This is an optimization exercise on Yosys and OpenROAD, whose aim is small area, a short achievable clock period and few clock cycles per item, not a production implementation. Only simulation tests tie the RTL to the original design; equivalence was not proved.

==> flow/design.v, too long to show whole: its modules and the start of the top module <==
// module mandel_iter_pipe: 78 lines
// module mandel_step: 1523 lines
module mandel_iter_pipe #(
    parameter int WIDTH  = 16,
    parameter int FRAC   = 13,
    parameter int ITER_W = 8,
    parameter int STAGES = 4
) (
    input  logic              Clk,
    input  logic              Reset,
    input  logic              in_valid,
    output logic              in_ready,
    input  logic [WIDTH-1:0]  in_x,
    input  logic [WIDTH-1:0]  in_y,
    input  logic [WIDTH-1:0]  in_c1,
    input  logic [WIDTH-1:0]  in_c2,
    input  logic [ITER_W-1:0] in_div,
    input  logic              in_done,
    input  logic [ITER_W-1:0] max_iter,
    output logic              out_valid,
    input  logic              out_ready,
    output logic [WIDTH-1:0]  out_x,
    output logic [WIDTH-1:0]  out_y,
    output logic [WIDTH-1:0]  out_c1,
    output logic [WIDTH-1:0]  out_c2,
    output logic [ITER_W-1:0] out_div,
    output logic              out_done
);
  // ...
==> flow/flow/run.sh <==
#!/bin/bash
set -euo pipefail
MARGIN=${MARGIN:-6.5}
R=orfs/results/sky130hd/mandel_iter_pipe/base
bash standard.sh SETUP_SLACK_MARGIN=$MARGIN synth > standard_synth.log 2>&1
python3 flow/polarity.py $R/1_2_yosys.v $R/1_2_yosys_pol.v "$FLOW_HOME/platforms/sky130hd/lib/sky130_fd_sc_hd__tt_025C_1v80.lib" > polarity.log 2>&1
mv $R/1_2_yosys_pol.v $R/1_2_yosys.v
rm -f $R/1_synth.odb $R/1_synth.sdc
bash standard.sh SETUP_SLACK_MARGIN=$MARGIN finish > standard_make.log 2>&1
==> flow/flow/polarity.py <==
#!/usr/bin/env python3
"""Remove inverters from a Yosys sky130 netlist without changing its logic or its registers.

Every inverter is taken out, and each signal is then given the polarity that needs the fewest
new inverters and the least area: a full adder (self-dual: complementing its three inputs
complements both outputs) may be used on complemented signals, and a single-output gate may
be swapped for the gate computing the complement of its output (and2 <-> nand2, a21o <->
a21oi, ...). One inverter is then added per signal that some load still needs complemented.
Flip-flops, ports and the nets driving ports keep their polarity. Usage: polarity.py IN.v OUT.v"""
import re
import sys
from collections import defaultdict

OUT_PINS = {"X", "Y", "Q", "Q_N", "SUM", "COUT", "HI", "LO", "GCLK"}
CELL_RE = re.compile(r"^  (sky130_fd_sc_hd__\w+) (\S+)\s+\($")
PIN_RE = re.compile(r"^    \.(\w+)\((.*)\),?$")
P = "sky130_fd_sc_hd__"
INV_AREA = 3.7536
# complementary single-output families: (positive, inverted); both keep the input pins
PAIRS = [("and2", "nand2"), ("or2", "nor2"), ("xor2", "xnor2"), ("and3", "nand3"),
         ("or3", "nor3"), ("and4", "nand4"), ("or4", "nor4"), ("a21o", "a21oi"),
         ("o21a", "o21ai"), ("a22o", "a22oi"), ("o22a", "o22ai"), ("a211o", "a211oi"),
         ("o211a", "o211ai"), ("a31o", "a31oi"), ("o31a", "o31ai"), ("a32o", "a32oi"),
         ("a41o", "a41oi"), ("a221o", "a221oi"), ("o221a", "o221ai"), ("a311o", "a311oi"),
         ("o311a", "o311ai"), ("a2111o", "a2111oi"), ("o2111a", "o2111ai"),
         ("and2b", "nand2b"), ("or2b", "nor2b"), ("and3b", "nand3b"), ("or3b", "nor3b"),
         ("and4b", "nand4b"), ("or4b", "nor4b"), ("a21bo", "a21boi"), ("o21ba", "o21bai"),
         ("a2bb2o", "a2bb2oi"), ("o2bb2a", "o2bb2ai"), ("buf", "inv"), ("mux2", "mux2i"),
         ("xor3", "xnor3")]


def lib_areas(lib):
    txt = open(lib).read()
    areas = {}
    for m in re.finditer(r'cell \("sky130_fd_sc_hd__(\w+)"\) \{(.*?)\n        area : ([\d.]+);', txt, re.S):
        areas[m.group(1)] = float(m.group(3))
    return areas


def main(src, dst, lib):
    areas = lib_areas(lib)
    fam_of = {}
    comp = {}
    for a, b in PAIRS:
        fam_of[a] = (a, b)
        fam_of[b] = (a, b)

    def smallest(fam):
        c = [(areas[n], n) for n in areas if re.fullmatch(fam + r"_\d+", n)]
        return min(c)[1] if c else None

    lines = open(src).read().split("\n")
    cells, head, tail = [], [], []
    i = 0
    while i < len(lines):
        m = CELL_RE.match(lines[i])
        if m:
            pins = []
            i += 1
            while lines[i] != "  );":
                pm = PIN_RE.match(lines[i])
                assert pm, lines[i]
                pins.append([pm.group(1), pm.group(2).strip()])
                i += 1
            cells.append([m.group(1), m.group(2), pins])
        elif cells:
            tail.append(lines[i])
        else:
            head.append(lines[i])
        i += 1
    assert not any("assign" in l for l in tail + head), "assign statements not handled"
    assert not any(P in l for l in tail), "unparsed cell"
    ports_out = set()
    for l in head:
        m = re.match(r"^  output (\[(\d+):(\d+)\] )?(\S+);$", l)
        if m:
            if m.group(1):
                for b in range(int(m.group(3)), int(m.group(2)) + 1):
                    ports_out.add(f"{m.group(4)}[{b}]")
            else:
                ports_out.add(m.group(4))

    def ctype(ci):
        return cells[ci][0][len(P):]

    def family(ci):
        return re.sub(r"_\d+$", "", ctype(ci))

    # removable inverters: all but those driving an output port
    inv_in = {}
    removable = set()
    for ci, c in enumerate(cells):
        if family(ci) in ("inv", "clkinv"):
            d = dict(c[2])
            if d["Y"] not in ports_out:
                inv_in[d["Y"]] = d["A"]
                removable.add(ci)

    def base(n):
        f = 0
        while n in inv_in:
            n = inv_in[n]
            f ^= 1
        return n, f

    driver = {}
    for ci, c in enumerate(cells):
        if ci in removable:
            continue
        for p, n in c[2]:
            if p in OUT_PINS:
                driver[n] = ci
    is_fa = [family(ci) == "fa" for ci in range(len(cells))]
    # swappable single-output drivers (not driving a port)
    swap = {}
    for ci in range(len(cells)):
        if ci in removable:
            continue
        fam = family(ci)
        if fam in fam_of:
            outs = [n for p, n in cells[ci][2] if p in OUT_PINS]
            if len(outs) == 1 and outs[0] not in ports_out:
                pos, neg = fam_of[fam]
                sp, sn = smallest(pos), smallest(neg)
                if sp and sn:
                    cur_neg = fam == neg
                    # area of the driver if its output is the cell's current function (0) or
                    # the complement (1)
                    a_cur = areas[ctype(ci)]
                    a_cmp = areas[sp if cur_neg else sn]
                    swap[outs[0]] = (ci, a_cur, a_cmp)

    sink_base, sink_e, sink_cell = [], [], []
    net_sinks = defaultdict(list)
    for ci, c in enumerate(cells):
        if ci in removable:
            continue
        for pi, (p, n) in enumerate(c[2]):
            if p in OUT_PINS:
                continue
            b, f = base(n)
            s = len(sink_base)
            sink_base.append(b)
            sink_e.append(f)
            sink_cell.append((ci, pi))
            net_sinks[b].append(s)
    # nets feeding output ports directly count as sinks that want the net itself
    port_sinks = defaultdict(int)
    for n in ports_out:
        b, f = base(n)
        if b != n:
            # the port is driven by a kept inverter chain; nothing to do
            pass
    flip = [0] * len(cells)
    n1 = defaultdict(int)
    ntot = defaultdict(int)
    for s, b in enumerate(sink_base):
        n1[b] += sink_e[s]
        ntot[b] += 1

    def ph_fixed(b):
        ci = driver.get(b)
        if ci is not None and is_fa[ci]:
            return flip[ci]
        return 0

    def cost(b):
        if b in swap:
            _, a0, a1 = swap[b]
            return min(a0 + (INV_AREA if n1[b] > 0 else 0.0),
                       a1 + (INV_AREA if n1[b] < ntot[b] else 0.0))
        ph = ph_fixed(b)
        bad = n1[b] > 0 if ph == 0 else n1[b] < ntot[b]
        return INV_AREA if bad else 0.0

    fa_in = defaultdict(list)
    for s, (ci, pi) in enumerate(sink_cell):
        if is_fa[ci]:
            fa_in[ci].append(s)
    fa_out = {ci: [n for p, n in cells[ci][2] if p in ("SUM", "COUT")]
              for ci in range(len(cells)) if is_fa[ci]}

    def apply(ci):
        for s in fa_in[ci]:
            n1[sink_base[s]] += 1 - 2 * sink_e[s]
            sink_e[s] ^= 1
        flip[ci] ^= 1

    def delta(ci):
        nets = {sink_base[s] for s in fa_in[ci]} | set(fa_out[ci])
        c0 = sum(cost(b) for b in nets)
        apply(ci)
        c1 = sum(cost(b) for b in nets)
        apply(ci)
        return c1 - c0

    allnets = set(n1) | set(swap)
    before = sum(cost(b) for b in allnets)
    fas = [ci for ci in range(len(cells)) if is_fa[ci] and not set(fa_out[ci]) & ports_out]
    for it in range(30):
        moved = 0
        for ci in fas:
            if delta(ci) < -1e-9:
                apply(ci)
                moved += 1
        if not moved:
            break
    after = sum(cost(b) for b in allnets)
    # physical polarity of every net
    ph = {}
    nswap = 0
    for b in allnets:
        if b in swap:
            _, a0, a1 = swap[b]
            c0 = a0 + (INV_AREA if n1[b] > 0 else 0.0)
            c1 = a1 + (INV_AREA if n1[b] < ntot[b] else 0.0)
            ph[b] = 1 if c1 < c0 - 1e-9 else 0
        else:
            ph[b] = ph_fixed(b)
    for b, p in ph.items():
        if p and b in swap:
            ci = swap[b][0]
            fam = family(ci)
            pos, neg = fam_of[fam]
            new = smallest(pos if fam == neg else neg)
            outpin = "Y" if fam == pos else "X"
            if fam in ("xor3", "xnor3"):
                outpin = "X"
            cells[ci][0] = P + new
            cells[ci][2] = [[outpin if pp in OUT_PINS else pp, nn] for pp, nn in cells[ci][2]]
            nswap += 1
    newinv = {}
    out_cells = []
    k = 0
    for s in range(len(sink_base)):
        b = sink_base[s]
        ci, pi = sink_cell[s]
        need = sink_e[s] ^ ph.get(b, 0)
        if need and b not in newinv:
            nn = f"_polinv_{k}_"
            newinv[b] = nn
            out_cells.append([P + "inv_1", f"_polinv_cell_{k}_", [["A", b], ["Y", nn]]])
            k += 1
        cells[ci][2][pi][1] = newinv[b] if need else b
    for ci, c in enumerate(cells):
        if ci not in removable:
            out_cells.append(c)
    decl = [f"  wire {nn};" for nn in newinv.values()]
    body = []
    for c in out_cells:
        body.append(f"  {c[0]} {c[1]} (" if not c[1].startswith("\\") else f"  {c[0]} {c[1]}  (")
        body.append(",\n".join(f"    .{p}({n} )" if n.startswith("\\") else f"    .{p}({n})"
                                for p, n in c[2]))
        body.append("  );")
    open(dst, "w").write("\n".join(head + decl + body + tail))
    sys.stderr.write(f"polarity: {len(fas)} full adders, {sum(flip)} complemented, {nswap} gates "
                     f"swapped; inverters {len(removable)} -> {k}; area of the choices "
                     f"{before:.0f} -> {after:.0f} um2\n")


if __name__ == "__main__":
    main(sys.argv[1], sys.argv[2], sys.argv[3])
==> flow/standard.sh <==
#!/bin/bash
# synth_recipe.tcl (not shown) runs the flow's synth.tcl, then flattens the netlist and writes it again
# the make line also repeats each setting of config.mk as NAME=value (left out here)
make -C /OpenROAD-flow-scripts/flow DESIGN_CONFIG=/design/flow/config.mk WORK_HOME=/design/flow/orfs CLKGATE_MAP_FILE= SYNTH_SCRIPT=/design/flow/synth_recipe.tcl "${@:-finish}"
==> flow/config.mk <==
export PLATFORM = sky130hd
export DESIGN_NAME = mandel_iter_pipe
export DESIGN_NICKNAME = mandel_iter_pipe
export VERILOG_FILES = /design/flow/design.v
export SDC_FILE = /design/flow/constraint.sdc
export NUM_CORES = 4
export LEC_CHECK = 0
export CAP_MARGIN = 20
export CORE_MARGIN = 2
export CORE_UTILIZATION = 40
export SLEW_MARGIN = 20
export TNS_END_PERCENT = 10
==> flow/constraint.sdc <==
create_clock -name core_clock -period 14.0 [get_ports {Clk}]
set_input_delay 2.8000 -clock core_clock [delete_from_list [all_inputs] [get_ports {Clk}]]
set_output_delay 2.8000 -clock core_clock [all_outputs]
set_load 0.01 [all_outputs]
==> impl_metrics.env, run 1 <==
export IMPL_grt_antenna_before_repair=5
export IMPL_result_of_the_run="timing/DRC/antenna clean"
export IMPL_layout_area_top_class="multi-input combinational cells"
export IMPL_dpl_instance_area_mm2=0.0756
export IMPL_crit_path_start="b_q[2][48]$_DFFE_PP_"
export IMPL_setup_total_negative_slack_ns=0
export IMPL_dr_total_vias=51900
export IMPL_grt_setup_unrepaired="true"
export IMPL_multiInputCombCellCount=5269
export IMPL_timing_final_crit_share=0.527
export IMPL_grt_use_met1=0.294
export IMPL_worst_reg2reg_path_length_in_cells=22
export IMPL_timing_hold_ws_ns=0.458
export IMPL_finalInstanceArea_mm2=0.0807
export IMPL_diodes=2
export IMPL_seq_cell_share=0.137
export IMPL_inverter_count_of_the_layout_excluding_clock_inverters=848
export IMPL_critical_path_n_buffers_inverters=5
export IMPL_floorplan_tapcells=2355
export IMPL_cp_common_cell="sky130_fd_sc_hd__fa_1"
export IMPL_remaining_routing_drc_violations=0
export IMPL_clk_pin_slew_ns=0.06
export IMPL_cts_sink_count=370
export IMPL_cts_tree="done"
export IMPL_chipWidth_um=427
export IMPL_clk_insertion_delay_late_ns=0.69
export IMPL_wl_per_cell_um=23.2
export IMPL_postLayoutSetupSlackWorst_ns=6.63
export IMPL_io_pins=160
export IMPL_regToRegEndpoint="b_q[3][0]$_SDFFCE_PP1P_"
export IMPL_startpoint_of_the_lowest_slack_hold_path="v_q[3]$_DFFE_PP0P_"
export IMPL_timing_critical_path_depth=22
export IMPL_final_instance_count_excl_fill=9415
export IMPL_cap_violations=0
export IMPL_gr_usage_met3=0.0333
export IMPL_critical_path_class="flop to flop"
export IMPL_drtIter0Drc=3899
export IMPL_utilization=0.453
export IMPL_worst_ep_required_time_ns=14.41
export IMPL_reg2reg_from="b_q[2][48]$_DFFE_PP_"
Testbench counts, summed over its fixed seeds: cycles 3,240, items 3,200.
==> run 2: changes to the inputs <==
--- a/flow/config.mk
+++ b/flow/config.mk
@@ -11,2 +11,2 @@
 export SLEW_MARGIN = 20
-export TNS_END_PERCENT = 10
+export TNS_END_PERCENT = 30
==> impl_metrics.env, run 2 <==
export IMPL_clk_insertion_delay_late_ns=0.69
export IMPL_initial_utilization=0.402
export IMPL_critical_path_n_buffers_inverters=5
export IMPL_ys_warnings_count=6
export IMPL_syn_instance_count=6894
export IMPL_timing_final_crit_share=0.526
export IMPL_synth_nets=8879
export IMPL_critical_path_cell_chain="buf_12 -> clkinvlp_4 -> ha_2 -> clkinvlp_4 -> a22oi_1 -> xor2_1 -> fa_1 -> fa_1 -> fa_1 -> fa_1 -> ha_2 -> a21oi_2 -> a21oi_1 -> or4_1 -> o22ai_2 -> o21ai_1 -> buf_4 -> a31o_2 -> a211oi_4 -> o21ai_4 -> bufbuf_16 -> or4b_1"
export IMPL_grt_setup_unrepaired="true"
export IMPL_io_pins=160
export IMPL_cap_violations=0
export IMPL_maximum_fanout_count_along_the_critical_path=31
export IMPL_setup_viol=0
export IMPL_cts_tree="done"
export IMPL_final_max_slew_violation_count=0
export IMPL_final_hold_fails=0
export IMPL_wl_per_cell_um=23.3
export IMPL_syn_area_mm2=0.0715
export IMPL_largestRegisters="b_q: 365 flops, v_q: 5 flops"
export IMPL_finalInstanceArea_mm2=0.0809
export IMPL_registers_top_by_ff_count="b_q"
export IMPL_timing_critical_path_depth=22
export IMPL_nFillCells=16600
export IMPL_pin_count_of_the_biggest_net_entering_global_routing=145
export IMPL_vias_in_the_first_global_route=55900
export IMPL_worst_ep_required_time_ns=14.41
export IMPL_largest_register_ff_count=365
export IMPL_grt_antenna_before_repair=5
export IMPL_timing_max_slew_rel_slack=0.368
export IMPL_worst_reg2reg_path_length_in_cells=22
export IMPL_cts_max_level=2
export IMPL_hpwlAfterDp_mm=158
export IMPL_cp_data_arrival_time_ns=7.78
export IMPL_critical_path_slowest_cell="sky130_fd_sc_hd__fa_1"
export IMPL_period_needed_ns=7.36
export IMPL_clock_path_buffers=3
export IMPL_endpoint_kind="flop"
export IMPL_worst_path_largest_cell_delay_ns=0.55
export IMPL_critical_path_class="flop to flop"
export IMPL_mostFrequentLayoutCell="sky130_fd_sc_hd__fa_1"
export IMPL_synthToLayoutAreaGrowth_pct=13.1
export IMPL_post_synth_cell_area_avg_um2=10.4
export IMPL_setup_total_negative_slack_ns=0
export IMPL_drtIter0Drc=3831
export IMPL_dpl_instance_area_mm2=0.0756
export IMPL_remaining_routing_drc_violations=0
export IMPL_tightest_slew_ns=0.949
export IMPL_final_setup_skew_ns=0.0318
export IMPL_rows=155
export IMPL_dr_total_vias=52100
export IMPL_overall_fraction_of_global_route_tracks_in_use=0.239
export IMPL_routabilityCongestion=0.918
export IMPL_final_cell_mix="sky130_fd_sc_hd__fa_1 (1,273), sky130_fd_sc_hd__inv_1 (803), sky130_fd_sc_hd__nand2_1 (659), sky130_fd_sc_hd__ha_1 (553), sky130_fd_sc_hd__xnor2_1 (396)"
export IMPL_utilization=0.454
export IMPL_worstHoldPathType="flop to flop"
export IMPL_cp_common_cell="sky130_fd_sc_hd__fa_1"
export IMPL_root_buffer="sky130_fd_sc_hd__clkbuf_16"
export IMPL_layout_cells_sized_above_1=0.0972
export IMPL_global_route_congestion_overflow_total=0
export IMPL_result_of_the_run="timing/DRC/antenna clean"
export IMPL_final_instance_count_excl_fill=9423
export IMPL_critPathLaunchType="flop"
export IMPL_chipWidth_um=427
export IMPL_min_path_cells=1
export IMPL_holdBufCountCts=0
export IMPL_route_antenna_remaining_nets=0
export IMPL_timing_critical_path_max_delay_family="adder cells"
export IMPL_postLayoutSetupSlackWorst_ns=6.64
export IMPL_clk_pin_slew_ns=0.07
export IMPL_placed_cells=9139
export IMPL_die_area_mm2=0.182
export IMPL_cts_buffers_inserted=50
export IMPL_core_region_area_mm2=0.178
export IMPL_buffer_ports_inserted=159
export IMPL_timing_hold_ws_ns=0.455
export IMPL_die_h_um=427
export IMPL_pre_cts_ws_ns=4.74
export IMPL_fmax_mhz=136
export IMPL_nNetsFinal=9012
export IMPL_wl_mm=219
export IMPL_wire_length_of_the_first_global_routing_pass_mm=334
export IMPL_cts_sink_count=370
export IMPL_dr_pass1_iters=6
export IMPL_drt_vias_per_instance=5.53
## run 2: cell count changes in the layout (fill, tap and decap cells not counted), moves of 2 or more
| cell | before | now |
|---|---|---|
| sky130_fd_sc_hd__buf_8 | 12 | 7 |
| sky130_fd_sc_hd__clkbuf_16 | 63 | 65 |
| sky130_fd_sc_hd__mux2_4 | 3 | 6 |
| sky130_fd_sc_hd__fa_1 | 1276 | 1273 |
| sky130_fd_sc_hd__mux2_1 | 42 | 39 |
| sky130_fd_sc_hd__ha_1 | 557 | 553 |
| sky130_fd_sc_hd__ha_4 | 11 | 14 |
| sky130_fd_sc_hd__buf_6 | 30 | 34 |
| sky130_fd_sc_hd__buf_12 | 43 | 49 |
| sky130_fd_sc_hd__fa_2 | 40 | 43 |
## run 2: layout make-up
| type | count | area, um^2 | share of cell area |
|---|---|---|---|
| multi-input combinational | 5269 | 56500 | 0.698 |
| sequential | 370 | 11100 | 0.137 |
| timing repair buffer | 488 | 5370 | 0.0665 |
| inverter | 846 | 3320 | 0.0410 |
| tap | 2355 | 2950 | 0.0364 |
| clock buffer | 54 | 1270 | 0.0157 |
| clock inverter | 37 | 398 | 0.00492 |
| timing repair inverter | 2 | 16.3 | 0.000201 |
| antenna | 2 | 5.00 | 0.0000619 |
## run 2: timing repair
item                       CTS  global route
setup buffers               91            72
resized for setup          196           192
setup endpoints to repair  164           144
hold endpoints to repair     0             0
gates cloned                12            16
pin swaps                   20            60
## run 2: final timing paths
kind / endpoint / slack [ns] / startpoint
setup / recovery: b_q[3][0]$_SDFFCE_PP1P_ / 6.64 / b_q[2][48]$_DFFE_PP_
max in group asynchronous: v_q[1]$_DFFE_PP0P_ / 11.52 / Reset
hold reg to reg: v_q[4]$_DFFE_PP0P_ / 0.45 / v_q[3]$_DFFE_PP0P_
min in group asynchronous: v_q[4]$_DFFE_PP0P_ / 2.31 / Reset
setup reg to reg: b_q[3][0]$_SDFFCE_PP1P_ / 6.64 / b_q[2][48]$_DFFE_PP_
hold / removal: v_q[4]$_DFFE_PP0P_ / 0.45 / v_q[3]$_DFFE_PP0P_
## run 2: worst register-to-register path, cell delays in order, from the launching register on
cell	delay, ns
sky130_fd_sc_hd__edfxtp_1	0.44
sky130_fd_sc_hd__buf_12	0.20
sky130_fd_sc_hd__clkinvlp_4	0.17
sky130_fd_sc_hd__ha_2	0.49
sky130_fd_sc_hd__clkinvlp_4	0.24
sky130_fd_sc_hd__a22oi_1	0.25
sky130_fd_sc_hd__xor2_1	0.23
sky130_fd_sc_hd__fa_1	0.47
sky130_fd_sc_hd__fa_1	0.46
sky130_fd_sc_hd__fa_1	0.50
sky130_fd_sc_hd__fa_1	0.55
sky130_fd_sc_hd__ha_2	0.31
sky130_fd_sc_hd__a21oi_2	0.17
sky130_fd_sc_hd__a21oi_1	0.11
sky130_fd_sc_hd__or4_1	0.50
sky130_fd_sc_hd__o22ai_2	0.18
sky130_fd_sc_hd__o21ai_1	0.11
sky130_fd_sc_hd__buf_4	0.17
sky130_fd_sc_hd__a31o_2	0.28
sky130_fd_sc_hd__a211oi_4	0.29
sky130_fd_sc_hd__o21ai_4	0.14
sky130_fd_sc_hd__bufbuf_16	0.34
sky130_fd_sc_hd__or4b_1	0.50
## run 2: per-layer routing
metal / share of wire / vias to the layer above / track usage / wire [um]
met5: 0.00022 / - / 0 / 49
met4: 0.054 / 8 / 0.111 / 11900
met3: 0.063 / 469 / 0.0337 / 13900
met2: 0.50 / 1978 / 0.413 / 109000
met1: 0.39 / 26900 / 0.294 / 84800
li1: - / 22700 / - / -
==> run 3: changes to the inputs <==
--- a/flow/config.mk
+++ b/flow/config.mk
@@ -11,2 +11 @@
 export SLEW_MARGIN = 20
-export TNS_END_PERCENT = 30
==> impl_metrics.env, run 3 <==
export IMPL_worst_path_largest_cell_delay_ns=0.60
export IMPL_overall_fraction_of_global_route_tracks_in_use=0.239
export IMPL_cp_data_arrival_time_ns=7.88
export IMPL_mostFrequentLayoutCell="sky130_fd_sc_hd__fa_1"
export IMPL_maximum_fanout_count_along_the_critical_path=32
export IMPL_result_of_the_run="timing/DRC/antenna clean"
export IMPL_cts_buffers_inserted=50
export IMPL_chipWidth_um=427
export IMPL_buffer_ports_inserted=159
export IMPL_global_route_congestion_overflow_total=0
export IMPL_postLayoutSetupSlackWorst_ns=6.55
export IMPL_largest_register_ff_count=365
export IMPL_timing_final_crit_share=0.532
export IMPL_vias_in_the_first_global_route=55900
export IMPL_syn_area_mm2=0.0715
export IMPL_setup_total_negative_slack_ns=0
export IMPL_critPathLaunchType="flop"
export IMPL_clock_path_buffers=3
export IMPL_syn_instance_count=6894
export IMPL_dr_pass1_iters=6
export IMPL_cp_common_cell="sky130_fd_sc_hd__fa_1"
export IMPL_final_instance_count_excl_fill=9427
export IMPL_wl_per_cell_um=23.3
export IMPL_initial_utilization=0.402
export IMPL_registers_top_by_ff_count="b_q"
export IMPL_critical_path_n_buffers_inverters=7
export IMPL_final_hold_fails=0
export IMPL_timing_hold_ws_ns=0.456
export IMPL_cts_max_level=2
export IMPL_timing_max_slew_rel_slack=0.370
export IMPL_hpwlAfterDp_mm=158
export IMPL_pin_count_of_the_biggest_net_entering_global_routing=145
export IMPL_die_h_um=427
export IMPL_die_area_mm2=0.182
export IMPL_period_needed_ns=7.45
export IMPL_rows=155
export IMPL_ys_warnings_count=6
export IMPL_final_cell_mix="sky130_fd_sc_hd__fa_1 (1,273), sky130_fd_sc_hd__inv_1 (803), sky130_fd_sc_hd__nand2_1 (659), sky130_fd_sc_hd__ha_1 (552), sky130_fd_sc_hd__xnor2_1 (396)"
export IMPL_wire_length_of_the_first_global_routing_pass_mm=334
export IMPL_wl_mm=219
export IMPL_pre_cts_ws_ns=4.74
export IMPL_clk_pin_slew_ns=0.07
export IMPL_worstHoldPathType="flop to flop"
export IMPL_drtIter0Drc=3796
export IMPL_dr_total_vias=52100
export IMPL_critical_path_class="flop to flop"
export IMPL_largestRegisters="b_q: 365 flops, v_q: 5 flops"
export IMPL_cts_sink_count=370
export IMPL_routabilityCongestion=0.918
export IMPL_grt_setup_unrepaired="true"
export IMPL_cap_violations=0
export IMPL_setup_viol=0
export IMPL_tightest_slew_ns=0.945
export IMPL_utilization=0.455
export IMPL_synth_nets=8879
export IMPL_endpoint_kind="flop"
export IMPL_drt_vias_per_instance=5.53
export IMPL_grt_antenna_before_repair=8
export IMPL_cts_tree="done"
export IMPL_core_region_area_mm2=0.178
export IMPL_post_synth_cell_area_avg_um2=10.4
export IMPL_io_pins=160
export IMPL_critical_path_slowest_cell="sky130_fd_sc_hd__fa_1"
export IMPL_synthToLayoutAreaGrowth_pct=13.2
export IMPL_nNetsFinal=9017
export IMPL_placed_cells=9139
export IMPL_final_setup_skew_ns=0.0312
export IMPL_route_antenna_remaining_nets=0
export IMPL_nFillCells=16600
export IMPL_layout_cells_sized_above_1=0.0979
export IMPL_worst_ep_required_time_ns=14.43
export IMPL_clk_insertion_delay_late_ns=0.69
export IMPL_root_buffer="sky130_fd_sc_hd__clkbuf_16"
export IMPL_fmax_mhz=134
export IMPL_remaining_routing_drc_violations=0
export IMPL_final_max_slew_violation_count=0
export IMPL_timing_critical_path_max_delay_family="adder cells"
[run 3: area by class of cell]
type,instances,area [um^2],share of cell area
multi-input cells,5269,56500,0.698
inverters,846,3320,0.0410
clock inverters,37,398,0.00491
diodes,1,2.50,0.0000309
repair inverters,2,16.3,0.000201
repair buffers,493,5450,0.0673
flip-flops and latches,370,11100,0.137
clock buffers,54,1270,0.0156
well taps,2355,2950,0.0364
[run 3: repair_timing]
action                     CTS  global route
cloned                      13            15
setup buffers               96            72
hold buffers                 0             0
setup endpoints to repair  164           133
pin swaps                   22            62
resized for setup          204           194
[run 3: stage by stage]
stage | instance area [um^2]
CTS | 79200
floorplan | 71500
global placement | 75600
global route | 81000
detailed placement | 75600
finish | 81000
[run 3: layer usage]
metal,track usage,wire (um),vias up
li1,-,-,22700
met1,0.294,84100,26900
met2,0.411,108000,1980
met3,0.0342,14400,473
met4,0.115,12400,12
met5,0,71,-
[run 3: path summary, 6_finish.rpt]
path	start	depth (start not counted)	to	slack, ns
max	b_q[1][68]$_DFFE_PP_	25	b_q[2][60]$_DFFE_PP_	6.55
min reg2reg	v_q[3]$_DFFE_PP0P_	1	v_q[4]$_DFFE_PP0P_	0.46
max reg2reg	b_q[1][68]$_DFFE_PP_	25	b_q[2][60]$_DFFE_PP_	6.55
min	v_q[3]$_DFFE_PP0P_	1	v_q[4]$_DFFE_PP0P_	0.46
max in group asynchronous	Reset	2	v_q[1]$_DFFE_PP0P_	11.52
min in group asynchronous	Reset	2	v_q[4]$_DFFE_PP0P_	2.31
[run 3: worst reg2reg max path: cells and delay by family (launching register included)]
family	cells	cell delay [ns]
compound gates	3	0.72
fa+ha+maj	7	3.39
buf+inv	7	0.78
flops	1	0.35
mux	3	0.90
simple gates	5	1.07
==> run 4: changes to the inputs <==
--- a/flow/config.mk
+++ b/flow/config.mk
@@ -7,5 +7,5 @@
 export LEC_CHECK = 0
-export CAP_MARGIN = 20
+export CAP_MARGIN = 10
 export CORE_MARGIN = 2
 export CORE_UTILIZATION = 40
-export SLEW_MARGIN = 20
+export SLEW_MARGIN = 10
==> impl_metrics.env, run 4 <==
export IMPL_result_of_the_run="timing/DRC/antenna clean"
export IMPL_syn_area_mm2=0.0715
export IMPL_final_cell_mix="sky130_fd_sc_hd__fa_1 (1,273), sky130_fd_sc_hd__inv_1 (803), sky130_fd_sc_hd__nand2_1 (659), sky130_fd_sc_hd__ha_1 (552), sky130_fd_sc_hd__xnor2_1 (396)"
export IMPL_worstHoldPathType="flop to flop"
export IMPL_worst_ep_required_time_ns=14.43
export IMPL_drtIter0Drc=3796
export IMPL_route_antenna_remaining_nets=0
export IMPL_synthToLayoutAreaGrowth_pct=13.2
export IMPL_setup_total_negative_slack_ns=0
export IMPL_cap_violations=0
export IMPL_fmax_mhz=134
export IMPL_rows=155
export IMPL_cts_buffers_inserted=50
export IMPL_post_synth_cell_area_avg_um2=10.4
export IMPL_io_pins=160
export IMPL_worst_reg2reg_path_length_in_cells=25
export IMPL_cts_tree="done"
export IMPL_mostFrequentLayoutCell="sky130_fd_sc_hd__fa_1"
export IMPL_cp_data_arrival_time_ns=7.88
export IMPL_clk_insertion_delay_late_ns=0.69
export IMPL_core_region_area_mm2=0.178
export IMPL_vias_in_the_first_global_route=55900
export IMPL_clk_pin_slew_ns=0.07
export IMPL_final_setup_skew_ns=0.0312
export IMPL_registers_top_by_ff_count="b_q"
export IMPL_wire_length_of_the_first_global_routing_pass_mm=334
export IMPL_largest_register_ff_count=365
export IMPL_final_max_slew_violation_count=0
export IMPL_hpwlAfterDp_mm=158
export IMPL_wl_mm=219
export IMPL_dr_pass1_iters=6
export IMPL_pin_count_of_the_biggest_net_entering_global_routing=145
export IMPL_root_buffer="sky130_fd_sc_hd__clkbuf_16"
export IMPL_cts_sink_count=370
export IMPL_routabilityCongestion=0.918
export IMPL_die_area_mm2=0.182
export IMPL_clock_path_buffers=3
export IMPL_layout_cells_sized_above_1=0.0979
export IMPL_period_needed_ns=7.45
export IMPL_largestRegisters="b_q: 365 flops, v_q: 5 flops"
export IMPL_remaining_routing_drc_violations=0
export IMPL_timing_max_slew_rel_slack=0.370
export IMPL_overall_fraction_of_global_route_tracks_in_use=0.239
export IMPL_critPathLaunchType="flop"
export IMPL_endpoint_kind="flop"
export IMPL_initial_utilization=0.402
export IMPL_global_route_congestion_overflow_total=0
export IMPL_maximum_fanout_count_along_the_critical_path=32
export IMPL_syn_instance_count=6894
export IMPL_drt_vias_per_instance=5.53
export IMPL_nFillCells=16600
export IMPL_buffer_ports_inserted=159
export IMPL_chipWidth_um=427
export IMPL_die_h_um=427
export IMPL_grt_antenna_before_repair=8
export IMPL_critical_path_class="flop to flop"
export IMPL_ys_warnings_count=6
export IMPL_cts_max_level=2
export IMPL_setup_viol=0
export IMPL_synth_nets=8879
export IMPL_min_path_cells=1
export IMPL_nNetsFinal=9017
export IMPL_dr_total_vias=52100
export IMPL_wl_per_cell_um=23.3
export IMPL_timing_final_crit_share=0.532
export IMPL_grt_setup_unrepaired="true"
export IMPL_tightest_slew_ns=0.945
export IMPL_final_hold_fails=0
==> run 4: stage by stage <==
stage	setup slack [ns]	std cells	utilization	cell area (um^2)	hold WS (ns)
after global placement	4.87	9139	0.425	75600	0.438
final	6.55	9427	0.455	81000	0.456
after floorplan	6.59	6894	-	71500	0.426
after global routing	6.36	9426	0.455	81000	0.481
after CTS	6.52	9339	0.445	79200	0.467
after detailed placement	4.74	9139	0.425	75600	0.445
==> run 4: final cells by class <==
type,count,area [um^2],area share
Antenna cell,1,2.50,0.0000309
Clock buffer,54,1270,0.0156
Clock inverter,37,398,0.00491
Inverter,846,3320,0.0410
Multi-Input combinational cell,5269,56500,0.698
Sequential cell,370,11100,0.137
Tap cell,2355,2950,0.0364
Timing Repair Buffer,493,5450,0.0673
Timing Repair inverter,2,16.3,0.000201
==> run 4: final timing paths <==
kind / from / endpoint / slack (ns)
setup / recovery: b_q[1][68]$_DFFE_PP_ / b_q[2][60]$_DFFE_PP_ / 6.55
hold / removal: v_q[3]$_DFFE_PP0P_ / v_q[4]$_DFFE_PP0P_ / 0.46
setup reg to reg: b_q[1][68]$_DFFE_PP_ / b_q[2][60]$_DFFE_PP_ / 6.55
hold reg to reg: v_q[3]$_DFFE_PP0P_ / v_q[4]$_DFFE_PP0P_ / 0.46
max in group asynchronous: Reset / v_q[1]$_DFFE_PP0P_ / 11.52
min in group asynchronous: Reset / v_q[4]$_DFFE_PP0P_ / 2.31
==> run 4: layer usage <==
| metal | track usage | up-vias | share of wire |
|---|---|---|---|
| li1 | - | 22700 | - |
| met1 | 0.294 | 26900 | 0.38 |
| met2 | 0.411 | 1980 | 0.49 |
| met3 | 0.0342 | 473 | 0.066 |
| met4 | 0.115 | 12 | 0.056 |
| met5 | 0 | - | 0.00032 |
==> run 4: worst max-delay path, cell delays in order, from the launching register on <==
cell	delay [ns]
sky130_fd_sc_hd__edfxtp_1	0.35
sky130_fd_sc_hd__buf_6	0.32
sky130_fd_sc_hd__nand2_1	0.13
sky130_fd_sc_hd__fa_1	0.53
sky130_fd_sc_hd__fa_1	0.46
sky130_fd_sc_hd__fa_1	0.50
sky130_fd_sc_hd__fa_1	0.60
sky130_fd_sc_hd__fa_2	0.49
sky130_fd_sc_hd__fa_1	0.52
sky130_fd_sc_hd__inv_1	0.04
sky130_fd_sc_hd__ha_1	0.29
sky130_fd_sc_hd__nand4_1	0.13
sky130_fd_sc_hd__nor3_2	0.23
sky130_fd_sc_hd__o2111ai_1	0.12
sky130_fd_sc_hd__o211ai_1	0.53
sky130_fd_sc_hd__mux2_2	0.29
sky130_fd_sc_hd__o21ai_2	0.07
sky130_fd_sc_hd__or3_1	0.41
sky130_fd_sc_hd__mux2_4	0.29
sky130_fd_sc_hd__inv_4	0.06
sky130_fd_sc_hd__and2_4	0.15
sky130_fd_sc_hd__inv_6	0.05
sky130_fd_sc_hd__inv_2	0.06
sky130_fd_sc_hd__clkinvlp_4	0.09
sky130_fd_sc_hd__buf_12	0.15
sky130_fd_sc_hd__mux2_1	0.31
==> run 4: repair_timing <==
action	4_1_cts	5_1_grt
buffers inserted	96	72
pin swaps	22	62
cloned	13	15
resized for setup	204	194
endpoints found under the hold margin	0	0
hold buffers	0	0
setup endpoints to repair	164	133
==> run 5: changes to the inputs <==
--- a/flow/config.mk
+++ b/flow/config.mk
@@ -7,5 +7,6 @@
 export LEC_CHECK = 0
-export CAP_MARGIN = 10
+export CAP_MARGIN = 20
 export CORE_MARGIN = 2
 export CORE_UTILIZATION = 40
-export SLEW_MARGIN = 10
+export CTS_BUF_LIST = sky130_fd_sc_hd__clkbuf_4 sky130_fd_sc_hd__clkbuf_8
+export SLEW_MARGIN = 20
==> impl_metrics.env, run 5 <==
export IMPL_final_max_slew_violation_count=0
export IMPL_initial_utilization=0.402
export IMPL_cts_buffers_inserted=76
export IMPL_dr_pass1_iters=6
export IMPL_gr_usage_met3=0.0356
export IMPL_synth_nets=8879
export IMPL_globalRoute_busiestLayer="met2"
export IMPL_rows=155
export IMPL_hpwlAfterDp_mm=158
export IMPL_post_synth_cell_area_avg_um2=10.4
export IMPL_setup_viol=0
export IMPL_final_setup_skew_ns=0.0489
export IMPL_cap_violations=0
export IMPL_footprint_of_the_multi_input_gates_mm2=0.0565
export IMPL_dr_total_vias=52000
export IMPL_buffer_ports_inserted=159
export IMPL_regArea_mm2=0.0111
export IMPL_grt_use_met1=0.297
export IMPL_final_hold_fails=0
export IMPL_critPathLaunchType="input port"
export IMPL_nFillCells=16700
export IMPL_clk_insertion_delay_late_ns=0.78
export IMPL_clock_path_buffers=3
export IMPL_wl_mm=220
export IMPL_worst_reg2reg_path_length_in_cells=24
export IMPL_synthToLayoutAreaGrowth_pct=13.0
export IMPL_global_route_congestion_overflow_total=0
export IMPL_drtIter0Drc=3839
export IMPL_timing_hold_ws_ns=0.463
export IMPL_ys_warnings_count=6
export IMPL_pin_count_of_the_biggest_net_entering_global_routing=145
export IMPL_wire_length_of_the_first_global_routing_pass_mm=335
export IMPL_min_path_cells=1
export IMPL_io_pins=160
export IMPL_cts_sink_count=370
export IMPL_mostFrequentLayoutCell="sky130_fd_sc_hd__fa_1"
export IMPL_cp_data_arrival_time_ns=4.61
export IMPL_met2_use_gr=0.413
export IMPL_nNetsFinal=9045
export IMPL_root_buffer="sky130_fd_sc_hd__clkbuf_8"
export IMPL_clk_pin_slew_ns=0.06
export IMPL_timing_max_slew_rel_slack=0.329
export IMPL_tightest_slew_ns=1.01
export IMPL_chipWidth_um=427
export IMPL_worst_ep_required_time_ns=11.20
export IMPL_final_instance_count_excl_fill=9478
export IMPL_period_needed_ns=7.41
export IMPL_placed_cells=9139
export IMPL_cts_max_level=3
export IMPL_syn_instance_count=6894
export IMPL_wl_per_cell_um=23.3
export IMPL_maximum_fanout_count_along_the_critical_path=30
export IMPL_critical_path_class="input port to output pin"
export IMPL_core_region_area_mm2=0.178
export IMPL_registers_top_by_ff_count="b_q"
export IMPL_routabilityCongestion=0.918
export IMPL_drt_vias_per_instance=5.49
export IMPL_cts_tree="done"
export IMPL_die_area_mm2=0.182
export IMPL_worstHoldPathType="flop to flop"
export IMPL_die_h_um=427
export IMPL_endpoint_kind="output pin"
export IMPL_timing_final_crit_share=0.529
export IMPL_pre_cts_ws_ns=4.74
export IMPL_final_cell_mix="sky130_fd_sc_hd__fa_1 (1,270), sky130_fd_sc_hd__inv_1 (805), sky130_fd_sc_hd__nand2_1 (659), sky130_fd_sc_hd__ha_1 (550), sky130_fd_sc_hd__xnor2_1 (396)"
export IMPL_largest_register_ff_count=365
export IMPL_setup_total_negative_slack_ns=0
export IMPL_route_antenna_remaining_nets=0
export IMPL_overall_fraction_of_global_route_tracks_in_use=0.240
export IMPL_grt_setup_unrepaired="true"
export IMPL_layout_cells_sized_above_1=0.103
export IMPL_grt_antenna_before_repair=7
export IMPL_vias_in_the_first_global_route=56100
export IMPL_result_of_the_run="timing/DRC/antenna clean"
export IMPL_syn_area_mm2=0.0715
export IMPL_fmax_mhz=135
export IMPL_largestRegisters="b_q: 365 flops, v_q: 5 flops"
export IMPL_remaining_routing_drc_violations=0
export IMPL_postLayoutSetupSlackWorst_ns=6.59
==> run 5: repair_timing <==
action / in CTS / in global routing
pin swaps: 24 / 58
gates resized for setup: 207 / 184
cloned: 13 / 17
hold buffers: 0 / 0
endpoints found under the setup margin: 164 / 136
setup buffers: 98 / 70
==> run 5: worst paths after layout <==
path	start	endpoint	slack, ns
max in group asynchronous	Reset	v_q[1]$_DFFE_PP0P_	11.58
setup reg to reg	b_q[2][50]$_DFFE_PP_	b_q[3][0]$_SDFFCE_PP1P_	6.67
hold reg to reg	v_q[3]$_DFFE_PP0P_	v_q[4]$_DFFE_PP0P_	0.46
min in group asynchronous	Reset	v_q[4]$_DFFE_PP0P_	2.25
setup / recovery	out_ready	in_ready	6.59
hold / removal	v_q[3]$_DFFE_PP0P_	v_q[4]$_DFFE_PP0P_	0.46
==> run 5: cell type report <==
type | count | area share
antenna | 5 | 0.000155
tap | 2355 | 0.0364
clock buffer | 90 | 0.0143
clock inverter | 46 | 0.00523
sequential | 370 | 0.137
multi-input combinational | 5269 | 0.699
timing repair buffer | 495 | 0.0669
timing repair inverter | 2 | 0.000201
inverter | 846 | 0.0410
==> run 5: routing by layer <==
layer,routed length [um],vias up
met2,109000,1894
met4,12100,8
met5,45,-
met1,85100,26900
li1,-,22800
met3,14500,475
==> run 5: through the flow <==
| step | area (um^2) | util |
|---|---|---|
| after floorplan | 71500 | - |
| after global placement | 75600 | 0.425 |
| after detailed placement | 75600 | 0.425 |
| after CTS | 79100 | 0.445 |
| after global routing | 80900 | 0.454 |
| final | 80900 | 0.454 |
==> run 5: critical path, stage by stage <==
cell	delay [ns]
sky130_fd_sc_hd__clkdlybuf4s50_1	0.57
sky130_fd_sc_hd__nand2b_4	0.56
sky130_fd_sc_hd__clkdlybuf4s50_1	0.65

==> what the ideal ports hide <==
In the flow no input, the clock included, has a driving cell. The finished layouts below were timed again as built, in two steps.
Step 1, drivers: a clkbuf_16 drives Clk and a buf_2 each remaining input, both assumed.
Step 2, shift: input delay + t, output delay - t, t = (earliest + latest rising clock arrival at the registers) / 2. This alone moves slack from input paths to output paths.
Three values: no drivers, after step 1, after step 2; two values: the first two.
run | t, ns | setup slack, ns | worst setup path after step 2
run 1 | 0.750 | 6.627 / 6.620 / 6.620 | input to output
run 2 | 0.751 | 6.635 / 6.622 / 6.622 | input to output
run 3 | 0.750 | 6.550 / 6.550 / 6.550 | register to register
run 4 | 0.750 | 6.550 / 6.550 / 6.550 | register to register
run 5 | 0.843 | 6.594 / 6.570 / 6.570 | input to output
After both steps setup and hold are still met in every run listed. The setup slack of run 5, which loses most, moves by -0.024 ns with the drivers and by -0.024 ns with both steps.
